What follows belongs to an exercise in optimizing a design on an open flow for small area and a short achievable clock period; a production flow would make more cautious choices. Only simulation tests tie the RTL to the original design; equivalence was not proved.

==> flow/design.v <==
package fma_pkg;
    localparam int ACC_W = 77;               
    typedef logic [31:0]               fp32_t;
    typedef logic signed [9:0]         expo_t;    
    typedef logic [23:0]               mant_t;    
    typedef logic signed [ACC_W-1:0]   acc_t;
    typedef logic [ACC_W-2:0]          mag_t;
    typedef logic [6:0]                shamt_t;
    typedef logic [2:0]                rmode_t;
    typedef logic [4:0]                fflags_t;  
    localparam int    EXP_BIAS  = 127;
    localparam int    EXP_INF   = 255;
    localparam fp32_t CANON_NAN = 32'h7fc0_0000;
    localparam rmode_t RM_RNE = 3'd0;
    localparam rmode_t RM_RTZ = 3'd1;
    localparam rmode_t RM_RDN = 3'd2;
    localparam rmode_t RM_RUP = 3'd3;
    localparam rmode_t RM_RMM = 3'd4;
    localparam int PRODUCT_OFFSET = 26;
    localparam int FMA_LATENCY = 4;
    typedef struct packed {
        logic   valid;
        rmode_t rm;
        logic   is_nan;            
        logic   is_inf;            
        logic   inf_sign;
        logic   res_is_addend;     
        logic   product_is_tiny;   
        logic   res_is_tiny;       
        logic   invalid;
        logic   is_subtract;       
        logic   prod_sign;
        fp32_t  addend;
        expo_t  prod_expo;         
    } spec_t;
    typedef struct packed {
        spec_t spec;
        mag_t  mag;
        logic  is_zero;
        logic  sign;
    } acc_stage_t;
    typedef struct packed {
        acc_stage_t acc;
        shamt_t     shift;
        expo_t      vexp;
        logic       subnormal;
    } norm_stage_t;
endpackage
`timescale 1ns/1ps
module fma_unpack (
    input  logic  clk,
    input  logic  rst_n,
    input  logic  in_valid,
    input  fma_pkg::fp32_t a,
    input  fma_pkg::fp32_t b,
    input  fma_pkg::fp32_t c,
    input  fma_pkg::rmode_t rm,
    output fma_pkg::spec_t spec,
    output fma_pkg::acc_t  op_a,
    output fma_pkg::acc_t  op_b,
    output fma_pkg::acc_t  op_c
);
    fma_pkg::fp32_t       opnd [3];       
    logic [2:0]  is_zero;
    logic [2:0]  is_inf;
    logic [2:0]  is_nan;
    logic [2:0]  is_snan;
    fma_pkg::expo_t       vexp [3];
    fma_pkg::mant_t       vmant [3];
    logic        prod_zero;
    logic        prod_inf;
    logic        prod_sign;
    logic        is_subtract;
    logic        invalid;
    fma_pkg::expo_t       prod_expo;
    fma_pkg::expo_t       addend_shift;
    logic [74:0] addend_aligned;
    logic        addend_sticky;
    fma_pkg::spec_t       spec_d;
    always_comb begin
        opnd[0] = a;
        opnd[1] = b;
        opnd[2] = c;
        for (int i = 0; i < 3; i++) begin
            is_zero[i] = opnd[i][30:0] == 31'h0;
            is_inf[i]  = opnd[i][30:23] == 8'hff && opnd[i][22:0] == 23'h0;
            is_nan[i]  = opnd[i][30:23] == 8'hff && opnd[i][22:0] != 23'h0;
            is_snan[i] = is_nan[i] && !opnd[i][22];   
            vexp[i]    = (opnd[i][30:23] == 8'h00) ? 10'sd1 : fma_pkg::expo_t'({2'b00, opnd[i][30:23]});
            vmant[i]   = {opnd[i][30:23] != 8'h00, opnd[i][22:0]};
        end
    end
    assign prod_sign   = a[31] ^ b[31];
    assign is_subtract = prod_sign ^ c[31];
    assign prod_zero   = is_zero[0] | is_zero[1];
    assign prod_inf    = (is_inf[0] & !is_nan[1]) | (is_inf[1] & !is_nan[0]);
    assign invalid = (|is_snan)
                   | (is_zero[0] & is_inf[1]) | (is_inf[0] & is_zero[1])
                   | (is_subtract & prod_inf & is_inf[2]);    
    assign prod_expo    = fma_pkg::expo_t'(vexp[0] + vexp[1] - fma_pkg::EXP_BIAS + fma_pkg::PRODUCT_OFFSET);
    assign addend_shift = prod_expo - vexp[2];
    always_comb begin
        addend_aligned = {vmant[2], 51'b0} >> addend_shift;
        if (addend_shift > 10'sd75) begin
            addend_sticky = |vmant[2];
        end else begin
            addend_sticky = |fma_pkg::mant_t'(vmant[2] << (75 - addend_shift));   
        end
    end
    always_comb begin
        spec_d                 = '0;
        spec_d.valid           = in_valid;
        spec_d.rm              = rm;
        spec_d.is_nan          = (|is_nan) | invalid;
        spec_d.is_inf          = |is_inf;
        spec_d.inf_sign        = is_inf[2] ? c[31] : prod_sign;
        spec_d.res_is_addend   = prod_zero & !is_zero[2];
        spec_d.product_is_tiny = addend_shift < 0 && !prod_zero && !is_zero[2];
        spec_d.res_is_tiny     = addend_shift < 0 && !prod_zero && is_zero[2];
        spec_d.invalid         = invalid;
        spec_d.is_subtract     = is_subtract;
        spec_d.prod_sign       = prod_sign;
        spec_d.addend          = c;
        spec_d.prod_expo       = prod_expo;
    end
    logic           valid_q;
    fma_pkg::spec_t spec_q;
    always_ff @(posedge clk or negedge rst_n) begin
        if (!rst_n) begin
            valid_q <= 1'b0;
        end else begin
            valid_q <= spec_d.valid;
        end
    end
    always_ff @(posedge clk) begin
        spec_q <= spec_d;
    end
    always_comb begin
        spec       = spec_q;
        spec.valid = valid_q;
    end
    always_ff @(posedge clk) begin
        op_a <= {51'b0, vmant[0], 2'b0};
        op_b <= {52'b0, vmant[1], 1'b0};
        op_c <= {1'b0, addend_aligned, addend_sticky};
    end
endmodule
`timescale 1ns/1ps
module fma_mac (
    input  logic       clk,
    input  logic       rst_n,
    input  fma_pkg::spec_t      spec_in,
    input  fma_pkg::acc_t       op_a,
    input  fma_pkg::acc_t       op_b,
    input  fma_pkg::acc_t       op_c,
    output fma_pkg::acc_stage_t acc_out
);
    fma_pkg::spec_t spec_q;
    fma_pkg::acc_t  sum_q;
    logic  sum_neg;
    logic           valid_q;
    fma_pkg::spec_t spec_r;
    always_ff @(posedge clk or negedge rst_n) begin
        if (!rst_n) begin
            valid_q <= 1'b0;
        end else begin
            valid_q <= spec_in.valid;
        end
    end
    always_ff @(posedge clk) begin
        spec_r <= spec_in;
    end
    always_comb begin
        spec_q       = spec_r;
        spec_q.valid = valid_q;
    end
    always_ff @(posedge clk) begin
        if (spec_in.is_subtract) begin
            sum_q <= op_a * op_b - op_c;
        end else begin
            sum_q <= op_a * op_b + op_c;
        end
    end
    assign sum_neg = sum_q[fma_pkg::ACC_W-1];
    always_comb begin
        acc_out         = '0;
        acc_out.spec    = spec_q;
        acc_out.mag     = sum_neg ? -sum_q[fma_pkg::ACC_W-2:0] : sum_q[fma_pkg::ACC_W-2:0];
        acc_out.is_zero = sum_q == '0;
        acc_out.sign    = spec_q.prod_sign ^ sum_neg;   
    end
endmodule
`timescale 1ns/1ps
module fma_normalize (
    input  logic        clk,
    input  logic        rst_n,
    input  fma_pkg::acc_stage_t  acc_in,
    output fma_pkg::norm_stage_t norm_out
);
    function automatic fma_pkg::shamt_t count_lz(fma_pkg::mag_t x);
        fma_pkg::shamt_t n;
        n = fma_pkg::shamt_t'(fma_pkg::ACC_W - 1);        
        for (int i = 0; i < fma_pkg::ACC_W - 1; i++) begin
            if (x[i]) n = fma_pkg::shamt_t'(fma_pkg::ACC_W - 2 - i);   
        end
        count_lz = n;
    endfunction
    fma_pkg::shamt_t      lz;
    fma_pkg::norm_stage_t norm_d;
    assign lz = count_lz(acc_in.mag);
    always_comb begin
        norm_d           = '0;
        norm_d.acc       = acc_in;
        norm_d.vexp      = acc_in.spec.prod_expo - fma_pkg::expo_t'({3'b000, lz});
        norm_d.subnormal = norm_d.vexp <= 0;
        norm_d.shift     = norm_d.subnormal ? acc_in.spec.prod_expo[6:0] : lz + 7'd1;
    end
    logic                 valid_q;
    fma_pkg::norm_stage_t norm_q;
    always_ff @(posedge clk or negedge rst_n) begin
        if (!rst_n) begin
            valid_q <= 1'b0;
        end else begin
            valid_q <= norm_d.acc.spec.valid;
        end
    end
    always_ff @(posedge clk) begin
        norm_q <= norm_d;
    end
    always_comb begin
        norm_out                = norm_q;
        norm_out.acc.spec.valid = valid_q;
    end
endmodule
`timescale 1ns/1ps
module fma_round (
    input  logic        clk,
    input  logic        rst_n,
    input  fma_pkg::norm_stage_t norm_in,
    output logic        out_valid,
    output fma_pkg::fp32_t       result,
    output fma_pkg::fflags_t     flags
);
    function automatic logic round_up(fma_pkg::rmode_t mode, logic sign, logic lsb,
                                      logic guard, logic sticky);
        case (mode)
            fma_pkg::RM_RNE: round_up = guard & (lsb | sticky);    
            fma_pkg::RM_RMM: round_up = guard;                     
            fma_pkg::RM_RDN: round_up = sign & (guard | sticky);
            fma_pkg::RM_RUP: round_up = !sign & (guard | sticky);
            default:         round_up = 1'b0;                      
        endcase
    endfunction
    fma_pkg::spec_t       spec;
    fma_pkg::mag_t        mag;
    logic        sign;
    logic        addend_sign;
    logic [24:0] frac;          
    logic        sticky;
    logic        round_away;
    logic        carry;
    logic        u_round_away;
    logic        u_carry;
    logic [22:0] res_mant;
    logic [7:0]  res_expo;
    logic        res_is_huge;
    logic        dir_is_away;
    logic        huge_is_inf;
    logic        nudge_down;
    logic        nudge_up;
    fma_pkg::fp32_t       addend_nudged;
    fma_pkg::fp32_t       huge_val;
    fma_pkg::fp32_t       tiny_val;
    fma_pkg::fp32_t       zero_val;
    fma_pkg::fp32_t       result_d;
    logic        overflow;
    logic        underflow;
    logic        inexact;
    assign spec        = norm_in.acc.spec;
    assign mag         = norm_in.acc.mag;
    assign sign        = norm_in.acc.sign;
    assign addend_sign = spec.addend[31];
    assign frac   = 25'({mag, 24'b0} >> (7'd75 - norm_in.shift));
    assign sticky = fma_pkg::mag_t'(mag << (25 + int'(norm_in.shift))) != '0;
    assign round_away = round_up(spec.rm, sign, frac[2], frac[1], frac[0] | sticky);
    assign carry      = frac >= 25'h1ff_fffc && round_away;
    assign u_round_away = round_up(spec.rm, sign, frac[1], frac[0], sticky);
    assign u_carry      = frac >= 25'h1ff_fffe && u_round_away;
    assign res_mant = frac[24:2] + {22'h0, round_away};   
    assign res_expo = (norm_in.subnormal ? 8'h00 : norm_in.vexp[7:0]) + {7'b0, carry};
    assign res_is_huge = norm_in.vexp >= fma_pkg::EXP_INF;
    assign dir_is_away = (spec.rm == fma_pkg::RM_RDN && sign) || (spec.rm == fma_pkg::RM_RUP && !sign);
    assign huge_is_inf = spec.rm == fma_pkg::RM_RNE || spec.rm == fma_pkg::RM_RMM || dir_is_away;
    assign nudge_down = spec.is_subtract && (spec.rm == fma_pkg::RM_RTZ
                        || (spec.rm == fma_pkg::RM_RDN && !addend_sign)
                        || (spec.rm == fma_pkg::RM_RUP && addend_sign));
    assign nudge_up   = !spec.is_subtract && ((spec.rm == fma_pkg::RM_RDN && addend_sign)
                        || (spec.rm == fma_pkg::RM_RUP && !addend_sign));
    always_comb begin
        if (nudge_down) begin
            addend_nudged = spec.addend - 32'd1;
        end else if (nudge_up) begin
            addend_nudged = spec.addend + 32'd1;
        end else begin
            addend_nudged = spec.addend;
        end
    end
    assign huge_val = huge_is_inf ? {sign, 8'(fma_pkg::EXP_INF), 23'h0}
                                  : {sign, 8'(fma_pkg::EXP_INF - 1), {23{1'b1}}};
    assign tiny_val = {sign, 8'h00, 22'h0, dir_is_away};
    assign zero_val = {spec.is_subtract ? spec.rm == fma_pkg::RM_RDN : addend_sign, 31'h0};
    always_comb begin
        if (spec.is_nan) begin
            result_d = fma_pkg::CANON_NAN;
        end else if (spec.is_inf) begin
            result_d = {spec.inf_sign, 8'(fma_pkg::EXP_INF), 23'h0};
        end else if (res_is_huge) begin
            result_d = huge_val;
        end else if (spec.res_is_tiny) begin
            result_d = tiny_val;
        end else if (spec.product_is_tiny) begin
            result_d = addend_nudged;
        end else if (spec.res_is_addend) begin
            result_d = spec.addend;
        end else if (norm_in.acc.is_zero) begin
            result_d = zero_val;
        end else begin
            result_d = {sign, res_expo, res_mant};
        end
    end
    assign overflow = !spec.is_nan && !spec.is_inf
                      && (spec.product_is_tiny ? addend_nudged[30:23] == 8'hff
                          : res_is_huge || (norm_in.vexp == fma_pkg::EXP_INF - 1 && carry));
    assign inexact  = !spec.is_nan && !spec.is_inf
                      && (overflow || spec.res_is_tiny || spec.product_is_tiny
                          || frac[1] || frac[0] || sticky);
    assign underflow = inexact
                       && (spec.product_is_tiny
                           ? (spec.addend[30:23] == 8'h00 || addend_nudged[30:23] == 8'h00)
                           : (spec.res_is_tiny || (norm_in.subnormal && !u_carry)));
    always_ff @(posedge clk or negedge rst_n) begin
        if (!rst_n) begin
            out_valid <= 1'b0;
        end else begin
            out_valid <= spec.valid;
        end
    end
    always_ff @(posedge clk) begin
        result <= result_d;
        flags  <= {spec.invalid, 1'b0, overflow, underflow, inexact};   
    end
endmodule
`timescale 1ns/1ps
module fp32_fma (
    input  logic    clk,
    input  logic    rst_n,
    input  logic    in_valid,
    input  fma_pkg::fp32_t   a,
    input  fma_pkg::fp32_t   b,
    input  fma_pkg::fp32_t   c,
    input  fma_pkg::rmode_t  rm,
    output logic    out_valid,
    output fma_pkg::fp32_t   result,
    output fma_pkg::fflags_t flags
);
    fma_pkg::spec_t       spec;
    fma_pkg::acc_t        op_a;
    fma_pkg::acc_t        op_b;
    fma_pkg::acc_t        op_c;
    fma_pkg::acc_stage_t  acc_stage;
    fma_pkg::norm_stage_t norm_stage;
    fma_unpack u_unpack (
        .clk      (clk),
        .rst_n    (rst_n),
        .in_valid (in_valid),
        .a        (a),
        .b        (b),
        .c        (c),
        .rm       (rm),
        .spec     (spec),
        .op_a     (op_a),
        .op_b     (op_b),
        .op_c     (op_c)
    );
    fma_mac u_mac (
        .clk     (clk),
        .rst_n   (rst_n),
        .spec_in (spec),
        .op_a    (op_a),
        .op_b    (op_b),
        .op_c    (op_c),
        .acc_out (acc_stage)
    );
    fma_normalize u_normalize (
        .clk      (clk),
        .rst_n    (rst_n),
        .acc_in   (acc_stage),
        .norm_out (norm_stage)
    );
    fma_round u_round (
        .clk       (clk),
        .rst_n     (rst_n),
        .norm_in   (norm_stage),
        .out_valid (out_valid),
        .result    (result),
        .flags     (flags)
    );
endmodule
==> flow/run.sh <==
#!/bin/bash
# synth_recipe.tcl (not shown) runs the flow's synth.tcl, then flattens the netlist and writes it again
# the make line also repeats each setting of config.mk as NAME=value (left out here)
make -C /OpenROAD-flow-scripts/flow DESIGN_CONFIG=/design/flow/config.mk WORK_HOME=/design/flow/orfs CLKGATE_MAP_FILE= SYNTH_SCRIPT=/design/flow/synth_recipe.tcl finish
==> flow/config.mk <==
export PLATFORM = sky130hd
export DESIGN_NAME = fp32_fma
export DESIGN_NICKNAME = fp32_fma
export VERILOG_FILES = /design/flow/design.v
export SDC_FILE = /design/flow/constraint.sdc
export NUM_CORES = 4
export LEC_CHECK = 0
export CAP_MARGIN = 20
export CORE_MARGIN = 2
export CORE_UTILIZATION = 40
export PLACE_DENSITY = 0.6
export SLEW_MARGIN = 20
==> flow/constraint.sdc <==
create_clock -name core_clock -period 10.5 [get_ports {clk}]
set_input_delay 2.1000 -clock core_clock [delete_from_list [all_inputs] [get_ports {clk}]]
set_output_delay 2.1000 -clock core_clock [all_outputs]
set_load 0.01 [all_outputs]
==> run summary <==
Setup TNS 0 ps; Worst Hold Launch u_mac.spec_r[19]; total track usage 25.6%; Netlist cell types 104; Worst EP arrival 10500 ps; vias in the first global route 46155; I/O pin total 140; Fin. Hold Viols 0; CP Max Fanout 10; gpl congestion 0.969; Detail Route Antenna Nets 0; CP most frequent cell fa_1; Initial Util 40.2%; CP endpoint kind flip-flop; die footprint 139000 sq um; Post-Syn Instances 6493; detailed-route DRC error count 0; clock period minus worst slack 9910 ps; critical path required time 11090 ps; PortBufs 138; Max Transition Viols Final 0; register area share after synthesis 18.0%; status no timing/DRC/antenna violations; Vias/cell 5.82; Longest Clk Path Bufs 3; placed instance count 8119; hold buffer count at cts 0; DRC violation total after the first TritonRoute iteration 4551; # setup viols final 0; fmax 0.101 GHz; filler cell count 13461; vias 47865; final hold slack 318 ps; Final nets 7302; FF+latch count, synth 488; core box area 135000 sq um; fin cells 8225; slew margin rel. 17.7%; CTS Buf Count 56; Overflow after GRT 0; FFs w/ async S/R, synth 0.820%; worst min path class reg -> reg; wire length per cell 22.3 um; clock skew 94.6 ps; H-tree levels 2; synthesis-to-layout area growth 8.97%; Detailed Place HPWL 146000 um; Root Driver clkbuf_16; period utilization 94.4%; Reg2Reg Launch Point u_unpack.op_b[8]; CP max stage delay 560 ps; DP Area 57300 sq um; initial antenna violation count 5; Worst Setup Path Type reg -> reg; First-pass DRT Iterations 8; most common library cell in the layout ignoring fill and taps nand2_1; ys flop type dfxtp_1; most frequent cells in the layout nand2_1, inv_1, fa_1, dfxtp_1, nor2_1; layout cells sized above 1 8.13%; # rows 135; syn_area_per_cell 8.38 sq um; CTS Sinks 488; CTS tree built; CP max-delay cell fa_1; Mapped Nets 7395; EDFF count, synth 0; crit path launch type flip-flop; Die Y 373 um; Mapped Area 54400 sq um; Clock Pin Slew Worst Setup and Hold Paths 70 ps; first-pass GRT wire length 280000 um; final instance area 59300 sq um; largest net degree at the start of global routing 86; Die Width 373 um; Max-Cap Viols 0; Syn. warnings 7; beginning of the critical path u_unpack.op_b[8]; overall routed net length 183000 um; clock latency on the worst-skew pair 700 ps; Worst Tran Pin Value 1220 ps
-- critical path, delay by kind of cell (launching register included) --
kind | cells | cell delay (ps)
adder cells (fa/ha/maj) | 9 | 4200
buffers and inverters | 8 | 1070
AND/OR/NAND/NOR | 5 | 630
AO/OA/AOI/OAI | 17 | 3610
flip-flops | 1 | 400
-- synthesized netlist by cell type, types with 44 or more instances --
| cell type | number | area, sq um |
|---|---|---|
| fa_1 | 486 | 9730 |
| a21o_1 | 63 | 473 |
| ha_1 | 314 | 3930 |
| a211oi_1 | 65 | 488 |
| mux2_2 | 75 | 845 |
| buf_2 | 44 | 220 |
| o22ai_1 | 50 | 313 |
| o21ai_0 | 238 | 1190 |
| nand2_1 | 773 | 2900 |
| or3_1 | 46 | 288 |
| xor2_1 | 74 | 648 |
| o31ai_1 | 59 | 443 |
| nor3_1 | 150 | 751 |
| nand4_1 | 58 | 363 |
| a31oi_1 | 62 | 388 |
| nor2_1 | 431 | 1620 |
| mux4_2 | 117 | 2640 |
| nor4_1 | 66 | 413 |
| dfxtp_1 | 484 | 9690 |
| inv_1 | 726 | 2730 |
| mux2i_1 | 166 | 1660 |
| and2_1 | 212 | 1330 |
| nand3_1 | 113 | 566 |
| xnor2_1 | 182 | 1590 |
| nand2b_1 | 62 | 388 |
| a21oi_1 | 322 | 1610 |
| nor2b_1 | 57 | 357 |
| clkbuf_1 | 305 | 1140 |
| and3_1 | 45 | 282 |
-- logic make-up after synthesis --
| kind of cell | after synthesis | synth area share, % |
|---|---|---|
| muxes | 358 | 9.45 |
| AOI/OAI and AO/OA | 1287 | 15.8 |
| xor gates and xnor gates | 256 | 4.12 |
| adders and majority gates | 800 | 25.1 |
| and+or+nand+nor | 2153 | 19.1 |
| DFF | 488 | 18.0 |
| buffers and inverters | 1150 | 8.37 |
| other | 1 | 0.00689 |
-- layer usage --
layer  global-route usage (%)  wire, um
met2                     42.1     86000
met1                     33.9     76800
met3                     2.45     10600
met5                        0        13
met4                     12.1      9690
-- registers in the layout, indices dropped and copies added (netlist names), 24 cells and up --
name	cells
u_mac.spec_r	54
u_mac.sum_q	77
u_normalize.norm_q	139
u_round.result	32
u_unpack.op_a	24
u_unpack.op_b	24
u_unpack.op_c	76
u_unpack.spec_q	54
-- repair_timing --
action	CTS	global route
hold endpoints to repair	0	0
resized for setup	0	21
setup endpoints to repair	0	34
buffers inserted	0	3
-- area by class of cell --
class	instances	area, sq um	area share [%]
multi-input combinational	4855	40200	67.8
sequential	488	9820	16.6
inverter	729	2740	4.62
timing repair buffer	270	2380	4.02
tap	1781	2230	3.76
clock buffer	73	1560	2.62
clock inverter	27	362	0.610
antenna	2	5.00	0.00844
-- path summary, 6_finish.rpt --
kind | endpoint | slack, ps | cells past startpoint
min in group asynchronous | u_normalize.valid_q | 1600 | 1
min reg2reg | u_normalize.norm_q[115] | 320 | 0
max in group asynchronous | u_mac.valid_q | 8740 | 1
min | u_normalize.norm_q[115] | 320 | 0
max | u_mac.sum_q[62] | 590 | 39
max reg2reg | u_mac.sum_q[62] | 590 | 39
-- metrics by stage --
stage / utilization [%] / setup slack [ps]
finish: 43.8 / 591
global route: 43.8 / -49.3
CTS: 43.8 / 177
detailed placement: 42.3 / 214
global placement: 42.3 / 305
floorplan: - / 938

-- port drivers added, routing unchanged --
No port has a modelled driver above. Below, the same layout with a new extraction and two added sets of constraints.
Step 1, drivers: a clkbuf_16 drives clk and a buf_2 each remaining input, both assumed.
Step 2 moves the port delays by t, midway between the first and last clock arrival at a register: inputs arrive t later, outputs are due t later. That takes back most of the time a late clock gives input paths.
Slacks: ideal / step 1 / step 2; pairs: ideal / step 1.
t, ns: 0.729
slack for setup (ns): 0.591 / 0.591 / 0.591
worst setup path after step 2: register to register
clock arrival spread, ns: 0.097 / 0.097
pins driven straight from the clock port: 1
After both steps setup and hold are still met in this run. The setup slack of this run moves by 0.000 ns with the drivers and by 0.000 ns with both steps.
